Background: an optimization exercise with open tools, aiming at small area, a short achievable clock period and few clock cycles. Do not read the settings as production practice. Where RTL was checked, it was by simulation tests only, not by an equivalence proof against the original.

==> 06-15 <==
// neuron_pe
module neuron_pe #(
    parameter int N     = 6,
    parameter int BITS  = 16,
    parameter int FRAC  = 8
) (
    input  logic                  clk,
    input  logic                  rst_n,
    input  logic                  load_w,
    input  logic                  start,
    input  logic                  bp,
    input  logic [1:0]            act_sel,
    input  logic [N*BITS-1:0]     x,
    input  logic [N*BITS-1:0]     w,
    input  logic [BITS-1:0]       b,
    input  logic [BITS-1:0]       dz_in,
    input  logic [BITS-1:0]       w_in,
    input  logic [BITS-1:0]       lr,
    output logic                  busy,
    output logic                  done,
    output logic [BITS-1:0]       y,
    output logic [(N+1)*BITS-1:0] w_out
);
clock: 22.0 ns
lec_check: 0
abc_area: 1
cap_margin: 20
core_margin: 2
core_utilization: 40
cts_cluster_diameter: 80
cts_cluster_size: 35
slew_margin: 70
standard.sh (not shown) runs the stock make flow with config.mk's settings and CLKGATE_MAP_FILE= SYNTH_SCRIPT=/design/flow/synth_recipe.tcl, a recipe that flattens the netlist after the stock synthesis.
==> flow/flow/run.sh <==
#!/bin/bash
# Layout flow: the standard ORFS flow (standard synthesis unchanged), with
# the port buffers that global placement inserts made plain buf_1 cells
# instead of the default delay buffers. Every port still gets its buffer.
set -euo pipefail
export BUFFER_PORTS_ARGS="-buffer_cell sky130_fd_sc_hd__buf_1"
bash standard.sh > standard.log 2>&1
==> 05-12: changes against 06-15 <==
CTS_CLUSTER_DIAMETER = 100   (was 80)
CTS_CLUSTER_SIZE = 30   (was 35)
==> 01-28: changes against 06-15 <==
--- a/flow/design.v
+++ b/flow/design.v
@@ -60,32 +60,34 @@
     logic         c8;
     logic [5:0]   sa_x;        
     logic         sa_p;        
     logic         sa_l;        
     logic [5:0]   sb_w;        
     logic         sb_d;        
     logic         sb_p;        
-    logic         rot;         
+    logic [6:0]   su;          
     logic         s_d;         
-    logic         s_b;         
+    logic         f0;          
     logic         f_acc;       
     logic         f_fin;       
     logic         b_g;         
     logic         b_t;         
     wire idle = ~busy;
     word_t opa, opb, prod, s_in1, sum;
     logic [23:0] n_r0, n_r1;
     logic        n_c8;
     always_comb begin
         opa = mux1h7({sa_l, sa_x}, xr[0], xr[1], xr[2], xr[3], xr[4], xr[5], lr_r)
             | ({16{sa_p}} & P);
         opb = mux1h7({sb_d, sb_w}, store[1], store[2], store[3], store[4],
                      store[5], store[6], D)
             | ({16{sb_p}} & P);
-        s_in1 = ({16{s_b}} & store[0]) | ({16{s_d}} & D);
+        s_in1 = mux1h7(su, store[0], store[1], store[2], store[3], store[4],
+                       store[5], store[6])
+              | ({16{s_d}} & D);
         sum = sadd(s_in1, prod);
     end
     np_pmul_s1 u_s1 (.a(opa), .b(opb), .r0(n_r0), .r1(n_r1), .c8(n_c8));
     np_pmul_s2 u_s2 (.r0(r0), .r1(r1), .c8(c8), .y(prod));
     logic       n_busy, n_mode, n_f, n_b;
     logic [4:0] n_cnt;
     always_comb begin
@@ -99,59 +101,59 @@
             n_mode = mode;
         end
         n_f = n_busy & ~n_mode;
         n_b = n_busy & n_mode;
     end
     logic [5:0] nb_x;
     logic       nb_ap, nb_al, nb_bd, nb_bp, nb_g, nb_t;
-    logic       nb_u;
+    logic [6:0] nb_u;
     always_comb begin
         nb_x  = '0;
         nb_ap = 1'b0; nb_al = 1'b0; nb_bd = 1'b0; nb_bp = 1'b0;
-        nb_g  = 1'b0; nb_t  = 1'b0; nb_u  = 1'b0;
+        nb_g  = 1'b0; nb_t  = 1'b0; nb_u  = '0;
         case (n_cnt)
             5'd0:  begin nb_ap = 1'b1; nb_bd = 1'b1; end
             5'd1:  begin nb_g = 1'b1; end
             5'd2:  begin nb_al = 1'b1; nb_bd = 1'b1; end
-            5'd3:  begin nb_x[0] = 1'b1; nb_bd = 1'b1; nb_u = 1'b1; end
+            5'd3:  begin nb_x[0] = 1'b1; nb_bd = 1'b1; nb_u[0] = 1'b1; end
             5'd4:  begin nb_x[1] = 1'b1; nb_bd = 1'b1; nb_t = 1'b1; end
             5'd5:  begin nb_al = 1'b1; nb_bp = 1'b1; nb_t = 1'b1; end
-            5'd6:  begin nb_al = 1'b1; nb_bp = 1'b1; nb_u = 1'b1; end
-            5'd7:  begin nb_x[2] = 1'b1; nb_bd = 1'b1; nb_u = 1'b1; end
+            5'd6:  begin nb_al = 1'b1; nb_bp = 1'b1; nb_u[1] = 1'b1; end
+            5'd7:  begin nb_x[2] = 1'b1; nb_bd = 1'b1; nb_u[2] = 1'b1; end
             5'd8:  begin nb_x[3] = 1'b1; nb_bd = 1'b1; nb_t = 1'b1; end
             5'd9:  begin nb_al = 1'b1; nb_bp = 1'b1; nb_t = 1'b1; end
-            5'd10: begin nb_al = 1'b1; nb_bp = 1'b1; nb_u = 1'b1; end
-            5'd11: begin nb_x[4] = 1'b1; nb_bd = 1'b1; nb_u = 1'b1; end
+            5'd10: begin nb_al = 1'b1; nb_bp = 1'b1; nb_u[3] = 1'b1; end
+            5'd11: begin nb_x[4] = 1'b1; nb_bd = 1'b1; nb_u[4] = 1'b1; end
             5'd12: begin nb_x[5] = 1'b1; nb_bd = 1'b1; nb_t = 1'b1; end
             5'd13: begin nb_al = 1'b1; nb_bp = 1'b1; nb_t = 1'b1; end
-            5'd14: begin nb_al = 1'b1; nb_bp = 1'b1; nb_u = 1'b1; end
-            5'd15: begin nb_u = 1'b1; end
+            5'd14: begin nb_al = 1'b1; nb_bp = 1'b1; nb_u[5] = 1'b1; end
+            5'd15: begin nb_u[6] = 1'b1; end
             default: ;
         endcase
     end
     always_ff @(posedge clk or negedge rst_n) begin
         if (!rst_n) begin
-            rot   <= 1'b0;
+            su    <= '0;
             f_fin <= 1'b0;
         end else begin
-            rot   <= n_b && nb_u;
+            su    <= n_b ? nb_u : 7'd0;
             f_fin <= n_f && n_cnt == 5'd6;
         end
     end
     always_ff @(posedge clk) begin
         for (int i = 0; i < 6; i++) begin
             sa_x[i] <= (n_f && n_cnt == 5'(i)) || (n_b && nb_x[i]);
             sb_w[i] <= n_f && n_cnt == 5'(i);
         end
         sa_p  <= n_b && nb_ap;
         sa_l  <= n_b && nb_al;
         sb_d  <= n_b && nb_bd;
         sb_p  <= n_b && nb_bp;
-        s_d   <= n_f && n_cnt >= 5'd2;
-        s_b   <= (n_f && n_cnt == 5'd1) || n_b;
+        s_d   <= n_f;
+        f0    <= n_f && n_cnt == 5'd0;
         f_acc <= n_f && n_cnt >= 5'd1 && n_cnt <= 5'd5;
         b_g   <= n_b && nb_g;
         b_t   <= n_b && nb_t;
     end
     always_ff @(posedge clk) begin
         r0 <= n_r0;
         r1 <= n_r1;
@@ -160,15 +162,17 @@
             for (int i = 0; i < 6; i++)
                 xr[i] <= x[i*16 +: 16];
             lr_r  <= lr;
             act_r <= act_sel;
             D     <= dz_in;
             P     <= w_in;
         end else begin
-            if (f_acc)
+            if (f0)
+                D <= store[0];
+            else if (f_acc)
                 D <= sum;
             else if (b_g)
                 D <= act_gate(act_r, zneg, prod);
             if (b_t)
                 P <= prod;
         end
     end
@@ -192,19 +196,17 @@
                 zneg <= sum[15];
             end
             if (idle && load_w) begin
                 store[0] <= b;
                 for (int i = 0; i < 6; i++)
                     store[i + 1] <= w[i*16 +: 16];
             end
-            if (rot) begin
-                for (int k = 0; k < 6; k++)
-                    store[k] <= store[k + 1];
-                store[6] <= sum;
-            end
+            for (int k = 0; k < 7; k++)
+                if (su[k])
+                    store[k] <= sum;
         end
     end
     generate
         for (genvar k = 0; k <= 6; k++) begin : g_wout
             assign w_out[k*16 +: 16] = store[k];
         end
     endgenerate
==> flow/run.sh (new file) <==
#!/bin/bash
# synth_recipe.tcl (not shown) runs the flow's synth.tcl, then flattens the netlist and writes it again
# the make line also repeats each setting of config.mk as NAME=value (left out here)
make -C /OpenROAD-flow-scripts/flow DESIGN_CONFIG=/design/flow/config.mk WORK_HOME=/design/flow/orfs CLKGATE_MAP_FILE= SYNTH_SCRIPT=/design/flow/synth_recipe.tcl finish
CTS_CLUSTER_DIAMETER = unset   (was 80)
CTS_CLUSTER_SIZE = unset   (was 35)
SLEW_MARGIN = 20   (was 70)
removed: flow/flow/run.sh
removed: flow/standard.sh
==> 02-18: changes against 06-15 <==
--- a/flow/design.v
+++ b/flow/design.v
@@ -55,15 +55,15 @@
     word_t        xr    [0:5];
     word_t        lr_r;
     word_t        D;
     word_t        P;
     logic [23:0]  r0, r1;      
     logic         c8;
     logic [5:0]   sa_x;        
-    logic         sa_p;        
+    logic         l_ld;        
     logic         sa_l;        
     logic [5:0]   sb_w;        
     logic         sb_d;        
     logic         sb_p;        
     logic         rot;         
     logic         s_d;         
     logic         s_b;         
@@ -72,16 +72,15 @@
     logic         b_g;         
     logic         b_t;         
     wire idle = ~busy;
     word_t opa, opb, prod, s_in1, sum;
     logic [23:0] n_r0, n_r1;
     logic        n_c8;
     always_comb begin
-        opa = mux1h7({sa_l, sa_x}, xr[0], xr[1], xr[2], xr[3], xr[4], xr[5], lr_r)
-            | ({16{sa_p}} & P);
+        opa = mux1h7({sa_l, sa_x}, xr[0], xr[1], xr[2], xr[3], xr[4], xr[5], lr_r);
         opb = mux1h7({sb_d, sb_w}, store[1], store[2], store[3], store[4],
                      store[5], store[6], D)
             | ({16{sb_p}} & P);
         s_in1 = ({16{s_b}} & store[0]) | ({16{s_d}} & D);
         sum = sadd(s_in1, prod);
     end
     np_pmul_s1 u_s1 (.a(opa), .b(opb), .r0(n_r0), .r1(n_r1), .c8(n_c8));
@@ -105,15 +104,15 @@
     logic       nb_ap, nb_al, nb_bd, nb_bp, nb_g, nb_t;
     logic       nb_u;
     always_comb begin
         nb_x  = '0;
         nb_ap = 1'b0; nb_al = 1'b0; nb_bd = 1'b0; nb_bp = 1'b0;
         nb_g  = 1'b0; nb_t  = 1'b0; nb_u  = 1'b0;
         case (n_cnt)
-            5'd0:  begin nb_ap = 1'b1; nb_bd = 1'b1; end
+            5'd0:  begin nb_ap = 1'b1; nb_al = 1'b1; nb_bp = 1'b1; end
             5'd1:  begin nb_g = 1'b1; end
             5'd2:  begin nb_al = 1'b1; nb_bd = 1'b1; end
             5'd3:  begin nb_x[0] = 1'b1; nb_bd = 1'b1; nb_u = 1'b1; end
             5'd4:  begin nb_x[1] = 1'b1; nb_bd = 1'b1; nb_t = 1'b1; end
             5'd5:  begin nb_al = 1'b1; nb_bp = 1'b1; nb_t = 1'b1; end
             5'd6:  begin nb_al = 1'b1; nb_bp = 1'b1; nb_u = 1'b1; end
             5'd7:  begin nb_x[2] = 1'b1; nb_bd = 1'b1; nb_u = 1'b1; end
@@ -138,15 +137,15 @@
         end
     end
     always_ff @(posedge clk) begin
         for (int i = 0; i < 6; i++) begin
             sa_x[i] <= (n_f && n_cnt == 5'(i)) || (n_b && nb_x[i]);
             sb_w[i] <= n_f && n_cnt == 5'(i);
         end
-        sa_p  <= n_b && nb_ap;
+        l_ld  <= n_b && nb_ap;
         sa_l  <= n_b && nb_al;
         sb_d  <= n_b && nb_bd;
         sb_p  <= n_b && nb_bp;
         s_d   <= n_f && n_cnt >= 5'd2;
         s_b   <= (n_f && n_cnt == 5'd1) || n_b;
         f_acc <= n_f && n_cnt >= 5'd1 && n_cnt <= 5'd5;
         b_g   <= n_b && nb_g;
@@ -155,26 +154,27 @@
     always_ff @(posedge clk) begin
         r0 <= n_r0;
         r1 <= n_r1;
         c8 <= n_c8;
         if (idle) begin
             for (int i = 0; i < 6; i++)
                 xr[i] <= x[i*16 +: 16];
-            lr_r  <= lr;
+            lr_r  <= dz_in;
             act_r <= act_sel;
-            D     <= dz_in;
             P     <= w_in;
         end else begin
-            if (f_acc)
-                D <= sum;
-            else if (b_g)
-                D <= act_gate(act_r, zneg, prod);
+            if (l_ld)
+                lr_r <= lr;
             if (b_t)
                 P <= prod;
         end
+        if (f_acc)
+            D <= sum;
+        else if (b_g)
+            D <= act_gate(act_r, zneg, prod);
     end
     always_ff @(posedge clk or negedge rst_n) begin
         if (!rst_n) begin
             busy <= 1'b0;
             done <= 1'b0;
             mode <= 1'b0;
             cnt  <= '0;
CTS_CLUSTER_SIZE = 30   (was 35)
==> qor summary <==
| item | 02-18 | 06-15 | 05-12 | 01-28 |
|---|---|---|---|---|
| Result of the run | no timing/DRC/antenna violations | no timing/DRC/antenna violations | no timing/DRC/antenna violations | no timing/DRC/antenna violations |
| Detailed-routing iteration count for the pre-antenna-repair pass | 5 | 5 | 5 | 6 |
| Seq/total area | 0.356 | 0.358 | 0.360 | 0.318 |
| HPWL Detailed | 62,400 µm | 65,100 µm | 65,100 µm | 76,200 µm |
| Worst max-slew margin expressed relative to the limit | 0.713 | 0.698 | 0.676 | 0.273 |
| Sequential cell area in the final layout | 9260 µm² | 9260 µm² | 9260 µm² | 9350 µm² |
| Starting Density | 0.405 | 0.407 | 0.407 | 0.406 |
| Met2 wire length | 36,900 µm | 37,400 µm | 37,100 µm | 43,500 µm |
| Initial DRC count | 1,807 | 2,130 | 2,203 | 2,857 |
| Share of Yosys cell area claimed by the top area cell type | 0.196 | 0.195 | 0.195 | 0.186 |
| Worst path buffer plus inverter count | 1 | 1 | 0 | 5 |
| Crit-path most repeated cell | sky130_fd_sc_hd__nand2_1 | - | sky130_fd_sc_hd__nand2_1 | - |
Testbench counts of 06-15, summed over its fixed seeds: cycles 10,392.
Testbench counts of 05-12, summed over its fixed seeds: cycles 10,392.
Testbench counts of 01-28, summed over its fixed seeds: cycles 10,392.
No functional check of the RTL was part of 02-18.

afterwards: timing with drivers on the ports:
In the flow no input, the clock included, has a driving cell. The finished layouts below were timed again as built, in two steps.
Step 1, drivers: a clkbuf_16 drives clk and a buf_2 each remaining input, both assumed.
Step 2 also shifts input and output timing later by t, the mid clock arrival at the registers, as if the neighbouring blocks saw the same clock.
a / b / c = ideal / step 1 / step 2; a / b = the first two.
| run | t (ns) | setup slack, ns | hold slack, ns | slew at the worst register clock pin (ns) |
|---|---|---|---|---|
| 06-15 | 0.636 | 16.280 / 16.218 / 15.737 | 0.500 / 0.500 / 0.500 | 0.12 / 0.12 |
| 05-12 | 0.603 | 16.233 / 16.212 / 15.830 | 0.501 / 0.501 / 0.501 | 0.12 / 0.12 |
| 01-28 | 0.631 | 15.392 / 15.428 / 14.797 | 0.503 / 0.503 / 0.503 | 0.07 / 0.07 |
| 02-18 | 0.651 | 16.004 / 16.004 / 15.723 | 0.514 / 0.514 / 0.514 | 0.11 / 0.11 |
After both steps setup and hold are still met in every run listed. For 01-28, which loses most, drivers alone change the setup slack by +0.036 ns; drivers and shift together by -0.595 ns.
